Context: an optimization exercise on an open-source flow, tuned for small area, a short achievable clock period and few clock cycles. The choices shown serve that exercise and are no tape-out recipe.
Only simulation tests tie the RTL to the original design; equivalence was not proved.

== run A ==
==> flow/design.v (excerpt) <==
module micro_ucr_hash_multi #(
    parameter int K   = 3,
    parameter int CUT = 25
) (
    input  logic        clk,
    input  logic        reset_n,
    input  logic        inicio,
    input  logic [95:0] bloque_datos,
    input  logic [31:0] nonce_inicial,
    input  logic [31:0] nonce_limite,
    input  logic [7:0]  target,
    output logic [23:0] bounty,
    output logic [31:0] nonce_ganador,
    output logic        terminado,
    output logic        agotado,
    output logic        ocupado,
    output logic [31:0] intentos
);
For scale: about 7000 cells after synthesis, about 260 I/O pins, ~0.065 mm2 of cells after synthesis.
==> flow/config.mk <==
export PLATFORM = sky130hd
export DESIGN_NAME = micro_ucr_hash_multi
export DESIGN_NICKNAME = micro_ucr_hash_multi
export VERILOG_FILES = /design/flow/design.v
export SDC_FILE = /design/flow/constraint.sdc
export NUM_CORES = 4
export LEC_CHECK = 0
export CAP_MARGIN = 30
export CORE_MARGIN = 2
export CORE_UTILIZATION = 55
export SLEW_MARGIN = 30
==> flow/constraint.sdc <==
create_clock -name core_clock -period 30.0 [get_ports {clk}]
set_input_delay 6.0000 -clock core_clock [delete_from_list [all_inputs] [get_ports {clk}]]
set_output_delay 6.0000 -clock core_clock [all_outputs]
set_load 0.01 [all_outputs]
standard.sh (not shown) runs the stock make flow with config.mk's settings and CLKGATE_MAP_FILE= SYNTH_SCRIPT=/design/flow/synth_recipe.tcl, a recipe that flattens the netlist after the stock synthesis.
==> flow/flow/run.sh <==
#!/bin/bash
# Layout flow: the standard ORFS layout, unchanged, except that timing
# repair aims for a setup slack margin well above zero so that the resizer
# works on the paths that set the achieved period (the 30 ns clock leaves
# them with positive slack, so a zero margin repairs nothing).
set -euo pipefail
cd "$(dirname "$0")/.."
export SETUP_SLACK_MARGIN=${FLOW_SETUP_MARGIN:-22.4}
bash standard.sh > standard_flow.log 2>&1
Testbench counts of run A, summed over its fixed seeds: cycles 5,855.
diff inputs: run A => run B
# run A
export LEC_CHECK = 0
export CAP_MARGIN = 30
export CORE_MARGIN = 2
export CORE_UTILIZATION = 55
export SLEW_MARGIN = 30
create_clock -name core_clock -period 30.0 [get_ports {clk}]
# run B
export LEC_CHECK = 0
export CAP_MARGIN = 30
export CORE_MARGIN = 2
export CORE_UTILIZATION = 70
export SLEW_MARGIN = 30
create_clock -name core_clock -period 30.0 [get_ports {clk}]
-- flow/flow/run.sh --
<<< run A, line 8
export SETUP_SLACK_MARGIN=${FLOW_SETUP_MARGIN:-22.4}
>>> run B, line 8
export SETUP_SLACK_MARGIN=${FLOW_SETUP_MARGIN:-22.6}
Findings:
The sole clean run among run B and run A is run A. Run A → run B: die extent in y went down by 39 um; number of instances resized during post-cts repair went up by 107; row count went down by 11%; final weighted congestion in routability-driven placement went up by about 2%; count of port buffers added during placement was more or less identical. Compared run B vs run A, and floorplan die width is down in run B. Diff run A..run B | post-cts hold buffer count | unchanged. The higher effective utilization at floorplan of run B and run A is in run B. When run B is set beside run A, its placed standard-cell area turns out to be 0.63% smaller. Post-synthesis compound-gate area fraction came out exactly the same in run B and run A.
> inputs changed (run B -> run C)
# run B
export LEC_CHECK = 0
export CAP_MARGIN = 30
export CORE_MARGIN = 2
export CORE_UTILIZATION = 70
export SLEW_MARGIN = 30
create_clock -name core_clock -period 30.0 [get_ports {clk}]
# run C
export LEC_CHECK = 0
export CAP_MARGIN = 30
export CORE_MARGIN = 2
export CORE_UTILIZATION = 55
export SLEW_MARGIN = 30
create_clock -name core_clock -period 30.0 [get_ports {clk}]
-- flow/flow/run.sh --
<<< run B, line 8
export SETUP_SLACK_MARGIN=${FLOW_SETUP_MARGIN:-22.6}
>>> run C, line 8
export SETUP_SLACK_MARGIN=${FLOW_SETUP_MARGIN:-22.8}
- The flow did not stop early for run C: all stages ran, and the layout cleared the timing, design-rule and antenna checks.
- Relative to run B, total number of placement rows increased by about 13% in run C.
- Summary: with run B as the reference, width of the die in run C moved up by more than 10%.
- Run C vs. run B: total CTS buffers picked up an extra 5; pre-CTS setup slack grew by 0.040 ns; vertical die dimension rose about 13%.
- NOTE routability-driven placement congestion ratio run B->run C decreased by a few percent


== v12 ==
Another version of the RTL of micro_ucr_hash_multi (not shown whole).
For scale: roughly 6900 cells after synthesis, about 260 I/O pins, about 0.065 mm^2 of cells after synthesis.
clock: 30.0 ns
lec_check: 0
cap_margin: 30
core_margin: 2
core_utilization: 55
slew_margin: 30
==> flow/flow/run.sh <==
#!/bin/bash
# Layout flow: the standard ORFS layout, unchanged, except that timing
# repair aims for a setup slack margin well above zero so that the resizer
# works on the paths that set the achieved period (the 30 ns clock leaves
# them with positive slack, so a zero margin repairs nothing).
set -euo pipefail
cd "$(dirname "$0")/.."
export SETUP_SLACK_MARGIN=${FLOW_SETUP_MARGIN:-22.4}
bash standard.sh > standard_flow.log 2>&1
Testbench counts of v12, summed over its fixed seeds: cycles 5,855.
Inputs modified between v12 and v39:
-- flow/flow/run.sh --
<<< v12, line 7
cd "$(dirname "$0")/.."
export SETUP_SLACK_MARGIN=${FLOW_SETUP_MARGIN:-22.4}
bash standard.sh > standard_flow.log 2>&1
>>> v39, line 7
cd "$(dirname "$0")/.."
export SETUP_SLACK_MARGIN=${FLOW_SETUP_MARGIN:-22.8}
bash standard.sh > standard_flow.log 2>&1
Findings:
Between v12 and v39, the final weighted congestion in routability-driven placement figures differ only marginally.
Diff v12 -> v39: layout overhead on the synthesized area higher, post-detailed-placement half-perimeter wirelength roughly the same.
Relative to v12, register-to-register slack increased by 0.38 ns in v39.
Post-route worst setup slack on v39 is ahead of v12.
NOTE: sequential cell area share in v39 falls short of that of v12
v12 → v39: total area of multi-input combinational cells up 1.2%, minimum clock period after layout went down 0.29 ns.
Looking at worst setup path endpoint, the nonce_ganador[1] result is from v39; the nonce_ganador[2] one comes from v12.
Inputs modified between v39 and v29:
-- flow/flow/run.sh --
<<< v39, line 7
cd "$(dirname "$0")/.."
export SETUP_SLACK_MARGIN=${FLOW_SETUP_MARGIN:-22.8}
bash standard.sh > standard_flow.log 2>&1
>>> v29, line 7
cd "$(dirname "$0")/.."
export SETUP_SLACK_MARGIN=${FLOW_SETUP_MARGIN:-23.0}
bash standard.sh > standard_flow.log 2>&1
==> comparison <==
- Having completed the whole flow, v29 delivered a layout that passed the timing, design-rule and antenna checks.
- Comparing v39 with v29, the maximum fanout encountered on the critical timing path came out essentially unchanged.
- Going from v39 to v29, routed length on met1 moved down; slew of the pin with the lowest slew margin down 0.016 ns; clock tree skew after final layout now larger.
> inputs changed (v29 -> v59)
Settings: changing CORE_UTILIZATION from 55 to 62; setting PLACE_DENSITY to 0.7 for the first time.
-- flow/flow/run.sh --
<<< v29, line 7
cd "$(dirname "$0")/.."
export SETUP_SLACK_MARGIN=${FLOW_SETUP_MARGIN:-23.0}
bash standard.sh > standard_flow.log 2>&1
>>> v59, line 7
cd "$(dirname "$0")/.."
export SETUP_SLACK_MARGIN=${FLOW_SETUP_MARGIN:-22.6}
bash standard.sh > standard_flow.log 2>&1
==> comparison <==
- Layout buffer count excluding clock buffers in v59 is 58 lower than in v29
- v29 → v59: number of diodes now smaller; share of flip-flops with an asynchronous set or reset after synthesis comparable; achievable clock frequency now smaller; final total negative setup slack comparable.
- Routed wire length delta for v59 relative to v29: 13000 um lower
- In summary, v29 completed successfully, with a layout that passed the timing, design-rule and antenna checks.
- v59 went all the way through synthesis, placement and routing and the layout is clean on timing, DRC and antenna.
- Diff v29 -> v59 | count of placed standard cells including taps | down slightly
## Diff of input files: v38 against v59
-- flow/flow/run.sh --
<<< v59, line 7
cd "$(dirname "$0")/.."
export SETUP_SLACK_MARGIN=${FLOW_SETUP_MARGIN:-22.6}
bash standard.sh > standard_flow.log 2>&1
>>> v38, line 7
cd "$(dirname "$0")/.."
export SETUP_SLACK_MARGIN=${FLOW_SETUP_MARGIN:-22.8}
bash standard.sh > standard_flow.log 2>&1
## What came out
Via-per-instance ratio was lower in the run labelled v59.
Of v38 and v59, it is v38 that has the higher non-clock buffer total of the final layout.
Number of resized instances in the post-cts repair step: higher on v38
Going from v59 to v38, instance count after placement with tap cells included was more or less identical, count of filler cells inserted in the layout went down by 143, layout-stage area growth over the synthesis result went up by 0.68 points, final design area excluding fillers went up by 0.61%.

static timing again, ports no longer ideal:
No port has a modelled driver above. Below, the same layouts with a new extraction and two added sets of constraints. Step 1, drivers: a clkbuf_16 drives clk and a buf_2 each remaining input, both assumed. Step 2 moves the port delays by t, midway between the first and last clock arrival at a register: inputs arrive t later, outputs are due t later. That takes back most of the time a late clock gives input paths. Three values: ideal, step 1, step 2; two values: the first two.
run	shift t [ns]	setup slack, ns	worst setup path at the end	latest minus earliest clock arrival (ns)	slew at the worst register clock pin (ns)
run A	0.762	22.427 / 22.364 / 22.123	input to register	0.082 / 0.083	0.08 / 0.08
run C	0.782	22.567 / 22.484 / 22.236	input to register	0.070 / 0.070	0.08 / 0.08
v12	0.740	22.445 / 22.362 / 21.848	input to register	0.041 / 0.041	0.07 / 0.07
v39	0.724	22.735 / 22.652 / 22.222	input to register	0.034 / 0.034	0.07 / 0.07
v29	0.750	22.713 / 22.631 / 22.430	input to register	0.051 / 0.051	0.08 / 0.08
v59	0.737	22.621 / 22.540 / 22.189	input to register	0.068 / 0.068	0.09 / 0.09
v38	0.734	22.671 / 22.592 / 22.290	input to register	0.050 / 0.049	0.07 / 0.07
After both steps every run listed still meets setup and hold. The setup slack of v12, which loses most, moves by -0.083 ns with the drivers and by -0.597 ns with both steps.
